What follows belongs to an exercise in optimizing a design on an open flow for small area, a short achievable clock period and few clock cycles per item; a production flow would make more cautious choices. Where RTL was checked, it was by simulation tests only, not by an equivalence proof against the original. Power and IR drop assume default switching activity.

// sha1_pad_top
module sha1_pad_top (
    input  logic           sys_clk,
    input  logic           sys_rst,
    input  logic           msg_cal_channel_ready,
    input  logic           msg_info_fifo_empty,
    input  logic [15:0]    msg_info,
    input  logic [5:0]     msg_channel_num,
    output logic           msg_info_rd_en,
    output logic           msg_data_rd_en,
    input  logic [127:0]   msg_data,
    output logic           msg_filled_data_valid,
    output logic           msg_filled_data_sop,
    output logic           msg_filled_data_eop,
    output logic [511:0]   msg_filled_data,
    output logic           msg_filled_info_valid,
    output logic [15:0]    msg_filled_info,
    output logic [13:0]    msg_filled_tag,
    output logic [11:0]    msg_filled_addr
);
==> module sha1_pad_top, before the edit <==
module sha1_pad_top (
    input  logic           sys_clk,
    input  logic           sys_rst,
    input  logic           msg_cal_channel_ready,
    input  logic           msg_info_fifo_empty,
    input  logic [15:0]    msg_info,
    input  logic [5:0]     msg_channel_num,
    output logic           msg_info_rd_en,
    output logic           msg_data_rd_en,
    input  logic [127:0]   msg_data,
    output logic           msg_filled_data_valid,
    output logic           msg_filled_data_sop,
    output logic           msg_filled_data_eop,
    output logic [511:0]   msg_filled_data,
    output logic           msg_filled_info_valid,
    output logic [15:0]    msg_filled_info,
    output logic [13:0]    msg_filled_tag,
    output logic [11:0]    msg_filled_addr
);
    logic          info_pend;       
    logic          nxt_v;
    logic [15:0]   nxt_len;
    logic [5:0]    nxt_ch;
    logic          consume;
    always_ff @(posedge sys_clk) begin
        if (sys_rst) begin
            msg_info_rd_en <= 1'b0;
            info_pend <= 1'b0;
            nxt_v <= 1'b0;
        end else begin
            msg_info_rd_en <= !msg_info_fifo_empty && msg_cal_channel_ready && !msg_info_rd_en
                              && !info_pend && !nxt_v;
            info_pend <= msg_info_rd_en;
            if (info_pend) begin
                nxt_v <= 1'b1;
            end else if (consume) begin
                nxt_v <= 1'b0;
            end
        end
    end
    always_ff @(posedge sys_clk) begin
        if (info_pend) begin
            nxt_len <= msg_info;
            nxt_ch <= msg_channel_num;
        end
    end
    logic          act;             
    logic [11:0]   cnt;             
    logic          nz;              
    logic          padp;            
    logic [3:0]    tail;            
    logic          ext;             
    logic          fst;             
    logic [1:0]    pos;             
    logic          last_q;          
    logic          s_full;
    logic          s_pad;
    logic          s_p3;
    logic [11:0]   cnt_dec;
    logic          cnt_one;
    for (genvar i = 0; i < 12; i++) begin : g_dec
        if (i == 0) begin : g_lsb
            assign cnt_dec[i] = !cnt[i];
        end else begin : g_bit
            assign cnt_dec[i] = cnt[i] ^ !(|cnt[i-1:0]);
        end
    end
    assign cnt_one = (cnt == 12'd1);
    assign s_full = act && nz;
    assign s_pad = act && !nz && padp;
    assign s_p3 = act && (pos == 2'd3);
    assign consume = nxt_v && (!act || last_q);
    always_ff @(posedge sys_clk) begin
        if (sys_rst) begin
            act <= 1'b0;
            pos <= 2'd0;
            last_q <= 1'b0;
        end else begin
            last_q <= act && !last_q && (pos == 2'd2) && (!nz || cnt_one) && !ext;
            if (act) begin
                pos <= pos + 1'b1;
                if (!nz) begin
                    padp <= 1'b0;
                end
                fst <= 1'b0;
                if (s_p3 && !nz) begin
                    ext <= 1'b0;
                end
                if (last_q) begin
                    act <= 1'b0;
                end
            end
            if (consume) begin
                act <= 1'b1;
                padp <= 1'b1;
                tail <= nxt_len[3:0];
                ext <= (nxt_len[5:0] >= 6'd56);
                fst <= 1'b1;
            end
        end
    end
    always_ff @(posedge sys_clk) begin
        if (consume) begin
            cnt <= nxt_len[15:4];
            nz <= |nxt_len[15:4];
        end else begin
            cnt <= cnt_dec;
            nz <= nz && !cnt_one;
        end
    end
    logic          full_a, pad_a, last_a, p3_a, first_a;
    logic [3:0]    tail_a;
    logic          last_b, p3_b, first_b;
    logic [15:0]   keep;            
    logic [15:0]   padb;            
    always_ff @(posedge sys_clk) begin
        if (sys_rst) begin
            msg_data_rd_en <= 1'b0;
            last_a <= 1'b0;
            p3_a <= 1'b0;
            first_a <= 1'b0;
            last_b <= 1'b0;
            p3_b <= 1'b0;
            first_b <= 1'b0;
        end else begin
            msg_data_rd_en <= s_full || (s_pad && (|tail));
            last_a <= act && last_q;
            p3_a <= s_p3;
            first_a <= act && fst;
            last_b <= last_a;
            p3_b <= p3_a;
            first_b <= first_a;
        end
    end
    always_ff @(posedge sys_clk) begin
        full_a <= s_full;
        pad_a <= s_pad;
        tail_a <= tail;
        for (int j = 0; j < 16; j++) begin
            keep[j] <= full_a || (pad_a && (4'(j) < tail_a));
            padb[j] <= pad_a && (4'(j) == tail_a);
        end
    end
    logic [15:0]   out_len;
    always_ff @(posedge sys_clk) begin
        if (first_a) begin
            out_len <= nxt_len;
        end
    end
    logic [127:0]  in_word;
    logic [127:0]  s0, s1, s2;
    always_comb begin
        for (int j = 0; j < 16; j++) begin
            in_word[127-8*j -: 8] = (msg_data[127-8*j -: 8] & {8{keep[j]}}) | {padb[j], 7'b0};
        end
        if (last_b) begin
            in_word[18:3] = in_word[18:3] | out_len;
        end
    end
    always_ff @(posedge sys_clk) begin
        s0 <= s1;
        s1 <= s2;
        s2 <= in_word;
    end
    assign msg_filled_data = {s0, s1, s2, in_word};
    logic          at_first;        
    logic [5:0]    blk_idx;
    logic [10:0]   blocks;
    logic [10:0]   blk_plus1;
    logic [10:0]   blk_plus2;
    logic [5:0]    idx_inc;
    logic [13:0]   tag_inc;
    for (genvar i = 0; i < 11; i++) begin : g_blk
        if (i == 0) begin : g_b0
            assign blk_plus1[i] = !nxt_len[6];
            assign blk_plus2[i] = nxt_len[6];
        end else if (i < 10) begin : g_bm
            assign blk_plus1[i] = nxt_len[6+i] ^ (&nxt_len[6+i-1:6]);
            if (i == 1) begin : g_b1
                assign blk_plus2[i] = !nxt_len[7];
            end else begin : g_bn
                assign blk_plus2[i] = nxt_len[6+i] ^ (&nxt_len[6+i-1:7]);
            end
        end else begin : g_btop
            assign blk_plus1[i] = &nxt_len[15:6];
            assign blk_plus2[i] = &nxt_len[15:7];
        end
    end
    for (genvar i = 0; i < 6; i++) begin : g_idx
        if (i == 0) begin : g_i0
            assign idx_inc[i] = !blk_idx[i];
        end else begin : g_in
            assign idx_inc[i] = blk_idx[i] ^ (&blk_idx[i-1:0]);
        end
    end
    for (genvar i = 0; i < 14; i++) begin : g_tag
        if (i == 0) begin : g_t0
            assign tag_inc[i] = !msg_filled_tag[i];
        end else begin : g_tn
            assign tag_inc[i] = msg_filled_tag[i] ^ (&msg_filled_tag[i-1:0]);
        end
    end
    assign blocks = (nxt_len[5:0] >= 6'd56) ? blk_plus2 : blk_plus1;
    always_ff @(posedge sys_clk) begin
        if (sys_rst) begin
            msg_filled_data_valid <= 1'b0;
            msg_filled_data_sop <= 1'b0;
            msg_filled_data_eop <= 1'b0;
            at_first <= 1'b0;
            blk_idx <= 6'd0;
            msg_filled_tag <= '1;   
        end else begin
            msg_filled_data_valid <= p3_a;
            msg_filled_data_sop <= p3_a && at_first;
            msg_filled_data_eop <= last_a;
            if (first_a) begin
                at_first <= 1'b1;
            end else if (p3_a) begin
                at_first <= 1'b0;
            end
            if (p3_a) begin
                blk_idx <= at_first ? 6'd0 : idx_inc;
                if (at_first) begin
                    msg_filled_tag <= tag_inc;
                end
            end
        end
    end
    logic [5:0]    out_ch;
    logic [10:0]   out_blocks;
    always_ff @(posedge sys_clk) begin
        if (first_a) begin
            out_ch <= nxt_ch;
            out_blocks <= blocks;
        end
    end
    assign msg_filled_info_valid = msg_filled_data_sop;
    assign msg_filled_info = {5'd0, out_blocks};
    assign msg_filled_addr = {out_ch, blk_idx};
endmodule
clock: 5.0 ns
lec_check: 0
cap_margin: 20
core_area: 5 5 245 245
cts_cluster_diameter: 100
cts_cluster_size: 30
die_area: 0 0 250 250
slew_margin: 20
standard.sh (not shown) runs the stock make flow with config.mk's settings and CLKGATE_MAP_FILE= SYNTH_SCRIPT=/design/flow/synth_recipe.tcl, a recipe that flattens the netlist after the stock synthesis.
==> flow/flow/run.sh <==
#!/bin/bash
bash standard.sh BUFFER_PORTS_ARGS="-buffer_cell sky130_fd_sc_hd__buf_2" finish > standard.log 2>&1
Then changed:
--- a/flow/design.v
+++ b/flow/design.v
@@ -48,9 +48,9 @@
     logic          act;             
     logic [11:0]   cnt;             
     logic          nz;              
     logic          padp;            
-    logic [3:0]    tail;            
+    logic          padrd;           
     logic          ext;             
     logic          fst;             
     logic [1:0]    pos;             
     logic          last_q;          
@@ -93,9 +93,9 @@
             end
             if (consume) begin
                 act <= 1'b1;
                 padp <= 1'b1;
-                tail <= nxt_len[3:0];
+                padrd <= |nxt_len[3:0];
                 ext <= (nxt_len[5:0] >= 6'd56);
                 fst <= 1'b1;
             end
         end
@@ -109,12 +109,9 @@
             nz <= nz && !cnt_one;
         end
     end
     logic          full_a, pad_a, last_a, p3_a, first_a;
-    logic [3:0]    tail_a;
-    logic          last_b, p3_b, first_b;
-    logic [15:0]   keep;            
-    logic [15:0]   padb;            
+    logic          full_b, pad_b, last_b, p3_b, first_b;
     always_ff @(posedge sys_clk) begin
         if (sys_rst) begin
             msg_data_rd_en <= 1'b0;
             last_a <= 1'b0;
@@ -123,9 +120,9 @@
             last_b <= 1'b0;
             p3_b <= 1'b0;
             first_b <= 1'b0;
         end else begin
-            msg_data_rd_en <= s_full || (s_pad && (|tail));
+            msg_data_rd_en <= s_full || (s_pad && padrd);
             last_a <= act && last_q;
             p3_a <= s_p3;
             first_a <= act && fst;
             last_b <= last_a;
@@ -135,24 +132,25 @@
     end
     always_ff @(posedge sys_clk) begin
         full_a <= s_full;
         pad_a <= s_pad;
-        tail_a <= tail;
-        for (int j = 0; j < 16; j++) begin
-            keep[j] <= full_a || (pad_a && (4'(j) < tail_a));
-            padb[j] <= pad_a && (4'(j) == tail_a);
-        end
+        full_b <= full_a;
+        pad_b <= pad_a;
     end
     logic [15:0]   out_len;
     always_ff @(posedge sys_clk) begin
         if (first_a) begin
             out_len <= nxt_len;
         end
     end
+    logic [15:0]   keep;
+    logic [15:0]   padb;
     logic [127:0]  in_word;
     logic [127:0]  s0, s1, s2;
     always_comb begin
         for (int j = 0; j < 16; j++) begin
+            keep[j] = full_b || (pad_b && (4'(j) < out_len[3:0]));
+            padb[j] = pad_b && (4'(j) == out_len[3:0]);
             in_word[127-8*j -: 8] = (msg_data[127-8*j -: 8] & {8{keep[j]}}) | {padb[j], 7'b0};
         end
         if (last_b) begin
             in_word[18:3] = in_word[18:3] | out_len;
Combinational power went up by roughly a tenth.
Setup slack loses 0.91 ns.
Clock-buffer cell count went down by 2.
First-iteration DRC count went up by a quarter to a third.
Design area went down by a few percent.
Worst hold slack loses 0.017 ns.
Power went down by a few percent.
Synthesized area went down by a few percent.
Maximum frequency went down by about a fifth.
Global-route usage went up by 0.75 points.
No functional check of the RTL was part of any run of this note.

## JK
The RTL this note starts from:
==> flow/design.v <==
`timescale 1ns/10ps
module sha1_pad_top (
    input  logic           sys_clk,
    input  logic           sys_rst,
    input  logic           msg_cal_channel_ready,
    input  logic           msg_info_fifo_empty,
    input  logic [15:0]    msg_info,
    input  logic [5:0]     msg_channel_num,
    output logic           msg_info_rd_en,
    output logic           msg_data_rd_en,
    input  logic [127:0]   msg_data,
    output logic           msg_filled_data_valid,
    output logic           msg_filled_data_sop,
    output logic           msg_filled_data_eop,
    output logic [511:0]   msg_filled_data,
    output logic           msg_filled_info_valid,
    output logic [15:0]    msg_filled_info,
    output logic [13:0]    msg_filled_tag,
    output logic [11:0]    msg_filled_addr
);
    logic          info_pend;       
    logic          nxt_v;
    logic [15:0]   nxt_len;
    logic [5:0]    nxt_ch;
    logic          consume;
    always_ff @(posedge sys_clk) begin
        if (sys_rst) begin
            msg_info_rd_en <= 1'b0;
            info_pend <= 1'b0;
            nxt_v <= 1'b0;
        end else begin
            msg_info_rd_en <= !msg_info_fifo_empty && msg_cal_channel_ready && !msg_info_rd_en
                              && !info_pend && !nxt_v;
            info_pend <= msg_info_rd_en;
            if (info_pend) begin
                nxt_v <= 1'b1;
            end else if (consume) begin
                nxt_v <= 1'b0;
            end
        end
    end
    always_ff @(posedge sys_clk) begin
        if (info_pend) begin
            nxt_len <= msg_info;
            nxt_ch <= msg_channel_num;
        end
    end
    logic          act;             
    logic [11:0]   cnt;             
    logic          nz;              
    logic          padp;            
    logic          padrd;           
    logic          ext;             
    logic          fst;             
    logic [1:0]    pos;             
    logic          last_q;          
    logic          s_full;
    logic          s_pad;
    logic          s_p3;
    logic [11:0]   cnt_dec;
    logic          cnt_one;
    for (genvar i = 0; i < 12; i++) begin : g_dec
        if (i == 0) begin : g_lsb
            assign cnt_dec[i] = !cnt[i];
        end else begin : g_bit
            assign cnt_dec[i] = cnt[i] ^ !(|cnt[i-1:0]);
        end
    end
    assign cnt_one = (cnt == 12'd1);
    assign s_full = act && nz;
    assign s_pad = act && !nz && padp;
    assign s_p3 = act && (pos == 2'd3);
    assign consume = nxt_v && (!act || last_q);
    always_ff @(posedge sys_clk) begin
        if (sys_rst) begin
            act <= 1'b0;
            pos <= 2'd0;
            last_q <= 1'b0;
        end else begin
            last_q <= act && !last_q && (pos == 2'd2) && (!nz || cnt_one) && !ext;
            if (act) begin
                pos <= pos + 1'b1;
                if (!nz) begin
                    padp <= 1'b0;
                end
                fst <= 1'b0;
                if (s_p3 && !nz) begin
                    ext <= 1'b0;
                end
                if (last_q) begin
                    act <= 1'b0;
                end
            end
            if (consume) begin
                act <= 1'b1;
                padp <= 1'b1;
                padrd <= |nxt_len[3:0];
                ext <= (nxt_len[5:0] >= 6'd56);
                fst <= 1'b1;
            end
        end
    end
    always_ff @(posedge sys_clk) begin
        if (consume) begin
            cnt <= nxt_len[15:4];
            nz <= |nxt_len[15:4];
        end else begin
            cnt <= cnt_dec;
            nz <= nz && !cnt_one;
        end
    end
    logic          full_a, pad_a, last_a, p3_a, first_a;
    logic          full_b, pad_b, last_b, p3_b, first_b;
    always_ff @(posedge sys_clk) begin
        if (sys_rst) begin
            msg_data_rd_en <= 1'b0;
            last_a <= 1'b0;
            p3_a <= 1'b0;
            first_a <= 1'b0;
            last_b <= 1'b0;
            p3_b <= 1'b0;
            first_b <= 1'b0;
        end else begin
            msg_data_rd_en <= s_full || (s_pad && padrd);
            last_a <= act && last_q;
            p3_a <= s_p3;
            first_a <= act && fst;
            last_b <= last_a;
            p3_b <= p3_a;
            first_b <= first_a;
        end
    end
    always_ff @(posedge sys_clk) begin
        full_a <= s_full;
        pad_a <= s_pad;
        full_b <= full_a;
        pad_b <= pad_a;
    end
    logic [15:0]   out_len;
    always_ff @(posedge sys_clk) begin
        if (first_a) begin
            out_len <= nxt_len;
        end
    end
    logic [15:0]   keep;
    logic [15:0]   padb;
    logic [127:0]  in_word;
    logic [127:0]  s0, s1, s2, s3;
    always_comb begin
        for (int j = 0; j < 16; j++) begin
            keep[j] = full_b || (pad_b && (4'(j) < out_len[3:0]));
            padb[j] = pad_b && (4'(j) == out_len[3:0]);
            in_word[127-8*j -: 8] = (msg_data[127-8*j -: 8] & {8{keep[j]}}) | {padb[j], 7'b0};
        end
        if (last_b) begin
            in_word[18:3] = in_word[18:3] | out_len;
        end
    end
    always_ff @(posedge sys_clk) begin
        s0 <= s1;
        s1 <= s2;
        s2 <= s3;
        s3 <= in_word;
    end
    assign msg_filled_data = {s0, s1, s2, s3};
    logic          at_first;        
    logic [5:0]    blk_idx;
    logic [10:0]   blocks;
    logic [10:0]   blk_plus1;
    logic [10:0]   blk_plus2;
    logic [5:0]    idx_inc;
    logic [13:0]   tag_inc;
    for (genvar i = 0; i < 11; i++) begin : g_blk
        if (i == 0) begin : g_b0
            assign blk_plus1[i] = !nxt_len[6];
            assign blk_plus2[i] = nxt_len[6];
        end else if (i < 10) begin : g_bm
            assign blk_plus1[i] = nxt_len[6+i] ^ (&nxt_len[6+i-1:6]);
            if (i == 1) begin : g_b1
                assign blk_plus2[i] = !nxt_len[7];
            end else begin : g_bn
                assign blk_plus2[i] = nxt_len[6+i] ^ (&nxt_len[6+i-1:7]);
            end
        end else begin : g_btop
            assign blk_plus1[i] = &nxt_len[15:6];
            assign blk_plus2[i] = &nxt_len[15:7];
        end
    end
    for (genvar i = 0; i < 6; i++) begin : g_idx
        if (i == 0) begin : g_i0
            assign idx_inc[i] = !blk_idx[i];
        end else begin : g_in
            assign idx_inc[i] = blk_idx[i] ^ (&blk_idx[i-1:0]);
        end
    end
    for (genvar i = 0; i < 14; i++) begin : g_tag
        if (i == 0) begin : g_t0
            assign tag_inc[i] = !msg_filled_tag[i];
        end else begin : g_tn
            assign tag_inc[i] = msg_filled_tag[i] ^ (&msg_filled_tag[i-1:0]);
        end
    end
    assign blocks = (nxt_len[5:0] >= 6'd56) ? blk_plus2 : blk_plus1;
    always_ff @(posedge sys_clk) begin
        if (sys_rst) begin
            msg_filled_data_valid <= 1'b0;
            msg_filled_data_sop <= 1'b0;
            msg_filled_data_eop <= 1'b0;
            at_first <= 1'b0;
            blk_idx <= 6'd0;
            msg_filled_tag <= '1;   
        end else begin
            msg_filled_data_valid <= p3_b;
            msg_filled_data_sop <= p3_b && at_first;
            msg_filled_data_eop <= last_b;
            if (first_b) begin
                at_first <= 1'b1;
            end else if (p3_b) begin
                at_first <= 1'b0;
            end
            if (p3_b) begin
                blk_idx <= at_first ? 6'd0 : idx_inc;
                if (at_first) begin
                    msg_filled_tag <= tag_inc;
                end
            end
        end
    end
    logic [5:0]    out_ch;
    logic [10:0]   out_blocks;
    always_ff @(posedge sys_clk) begin
        if (first_b) begin
            out_ch <= nxt_ch;
            out_blocks <= blocks;
        end
    end
    assign msg_filled_info_valid = msg_filled_data_sop;
    assign msg_filled_info = {5'd0, out_blocks};
    assign msg_filled_addr = {out_ch, blk_idx};
endmodule
==> flow/config.mk <==
export PLATFORM = sky130hd
export DESIGN_NAME = sha1_pad_top
export DESIGN_NICKNAME = sha1_pad_top
export VERILOG_FILES = /design/flow/design.v
export SDC_FILE = /design/flow/constraint.sdc
export NUM_CORES = 4
export LEC_CHECK = 0
export CAP_MARGIN = 20
export CORE_AREA = 5 5 245 245
export CTS_CLUSTER_DIAMETER = 100
export CTS_CLUSTER_SIZE = 30
export DIE_AREA = 0 0 250 250
export SLEW_MARGIN = 20
==> flow/constraint.sdc <==
create_clock -name core_clock -period 5.0 [get_ports {sys_clk}]
set_input_delay 1.0000 -clock core_clock [delete_from_list [all_inputs] [get_ports {sys_clk}]]
set_output_delay 1.0000 -clock core_clock [all_outputs]
set_load 0.01 [all_outputs]
==> flow/flow/run.sh <==
#!/bin/bash
bash standard.sh BUFFER_PORTS_ARGS="-buffer_cell sky130_fd_sc_hd__buf_1" finish > standard.log 2>&1
Testbench counts of JK, summed over its fixed seeds: cycles 19,299, messages 800.
For MS, these inputs were changed with respect to JK:
-- flow/design.v --
<<< JK, line 50
    logic          nz;              
    logic          padp;            
    logic          padrd;           
    logic          ext;             
    logic          fst;             
>>> MS, line 50
    logic          nz;              
    logic          padp;            
    logic [3:0]    tail;            
    logic          ext;             
    logic          fst;             
<<< JK, line 95
                act <= 1'b1;
                padp <= 1'b1;
                padrd <= |nxt_len[3:0];
                ext <= (nxt_len[5:0] >= 6'd56);
                fst <= 1'b1;
>>> MS, line 95
                act <= 1'b1;
                padp <= 1'b1;
                tail <= nxt_len[3:0];
                ext <= (nxt_len[5:0] >= 6'd56);
                fst <= 1'b1;
<<< JK, line 111
    end
    logic          full_a, pad_a, last_a, p3_a, first_a;
    logic          full_b, pad_b, last_b, p3_b, first_b;
    always_ff @(posedge sys_clk) begin
        if (sys_rst) begin
>>> MS, line 111
    end
    logic          full_a, pad_a, last_a, p3_a, first_a;
    logic [3:0]    tail_a;
    logic          last_b, p3_b, first_b;
    logic [15:0]   keep;            
    logic [15:0]   padb;            
    always_ff @(posedge sys_clk) begin
        if (sys_rst) begin
<<< JK, line 122
            first_b <= 1'b0;
        end else begin
            msg_data_rd_en <= s_full || (s_pad && padrd);
            last_a <= act && last_q;
            p3_a <= s_p3;
>>> MS, line 125
            first_b <= 1'b0;
        end else begin
            msg_data_rd_en <= s_full || (s_pad && (|tail));
            last_a <= act && last_q;
            p3_a <= s_p3;
<<< JK, line 134
        full_a <= s_full;
        pad_a <= s_pad;
        full_b <= full_a;
        pad_b <= pad_a;
    end
    logic [15:0]   out_len;
>>> MS, line 137
        full_a <= s_full;
        pad_a <= s_pad;
        tail_a <= tail;
        for (int j = 0; j < 16; j++) begin
            keep[j] <= full_a || (pad_a && (4'(j) < tail_a));
            padb[j] <= pad_a && (4'(j) == tail_a);
        end
    end
    logic [15:0]   out_len;
<<< JK, line 143
        end
    end
    logic [15:0]   keep;
    logic [15:0]   padb;
    logic [127:0]  in_word;
    logic [127:0]  s0, s1, s2, s3;
    always_comb begin
        for (int j = 0; j < 16; j++) begin
            keep[j] = full_b || (pad_b && (4'(j) < out_len[3:0]));
            padb[j] = pad_b && (4'(j) == out_len[3:0]);
            in_word[127-8*j -: 8] = (msg_data[127-8*j -: 8] & {8{keep[j]}}) | {padb[j], 7'b0};
        end
>>> MS, line 149
        end
    end
    logic [127:0]  in_word;
    logic [127:0]  s0, s1, s2;
    always_comb begin
        for (int j = 0; j < 16; j++) begin
            in_word[127-8*j -: 8] = (msg_data[127-8*j -: 8] & {8{keep[j]}}) | {padb[j], 7'b0};
        end
<<< JK, line 160
        s0 <= s1;
        s1 <= s2;
        s2 <= s3;
        s3 <= in_word;
    end
    assign msg_filled_data = {s0, s1, s2, s3};
    logic          at_first;        
    logic [5:0]    blk_idx;
>>> MS, line 162
        s0 <= s1;
        s1 <= s2;
        s2 <= in_word;
    end
    assign msg_filled_data = {s0, s1, s2, in_word};
    logic          at_first;        
    logic [5:0]    blk_idx;
<<< JK, line 211
            msg_filled_tag <= '1;   
        end else begin
            msg_filled_data_valid <= p3_b;
            msg_filled_data_sop <= p3_b && at_first;
            msg_filled_data_eop <= last_b;
            if (first_b) begin
                at_first <= 1'b1;
            end else if (p3_b) begin
                at_first <= 1'b0;
            end
            if (p3_b) begin
                blk_idx <= at_first ? 6'd0 : idx_inc;
                if (at_first) begin
>>> MS, line 212
            msg_filled_tag <= '1;   
        end else begin
            msg_filled_data_valid <= p3_a;
            msg_filled_data_sop <= p3_a && at_first;
            msg_filled_data_eop <= last_a;
            if (first_a) begin
                at_first <= 1'b1;
            end else if (p3_a) begin
                at_first <= 1'b0;
            end
            if (p3_a) begin
                blk_idx <= at_first ? 6'd0 : idx_inc;
                if (at_first) begin
<<< JK, line 230
    logic [10:0]   out_blocks;
    always_ff @(posedge sys_clk) begin
        if (first_b) begin
            out_ch <= nxt_ch;
            out_blocks <= blocks;
>>> MS, line 231
    logic [10:0]   out_blocks;
    always_ff @(posedge sys_clk) begin
        if (first_a) begin
            out_ch <= nxt_ch;
            out_blocks <= blocks;
## What came out
MS ended with less power per cell area than JK.
Post-detailed-placement half-perimeter wirelength: MS < JK
Compared with JK, internal cell power in MS decreased by more than 10%.
Utilization (lower): MS
Higher share of power burned in the clock network among MS and JK: MS
Netlist area before placement on MS is ahead of JK.
Summary of the comparison: proportion of layout cells with a drive suffix above 1 is higher in MS, relative to JK.
Diff JK -> MS: met1 layer usage reported by global route dropped 1.1 points, average instance area after synthesis dropped 0.13 um2.
For MS, only the layout was checked, not whether the RTL still works.

what the ideal ports hide:
The results above use ideal ports. As a check the final layouts listed here were re-extracted and re-timed, cells and wires unchanged.
Step 1 sets driving cells, clkbuf_16 on the clock port and buf_2 on the other inputs (assumed; they add their load-dependent delay and slew).
Step 2 adds t to the input delays and takes it off the output delays; t is the mean of the earliest and latest rising clock arrival at the registers after step 1. Input paths then give back, and output paths get back, about the clock's delay inside the block.
Three values: no drivers, after step 1, after step 2; two values: the first two.
run	shift t [ns]	setup WS [ns]	slew at the worst register clock pin (ns)
the first run of note 1	0.627	1.893 / 1.839 / 2.388	0.12 / 0.12
the second run of note 1	0.631	0.988 / 0.930 / 1.560	0.12 / 0.12
JK	0.637	2.555 / 2.501 / 2.875	0.12 / 0.12
MS	0.633	1.945 / 1.890 / 2.147	0.12 / 0.12
After both steps setup and hold are still met in every run listed.
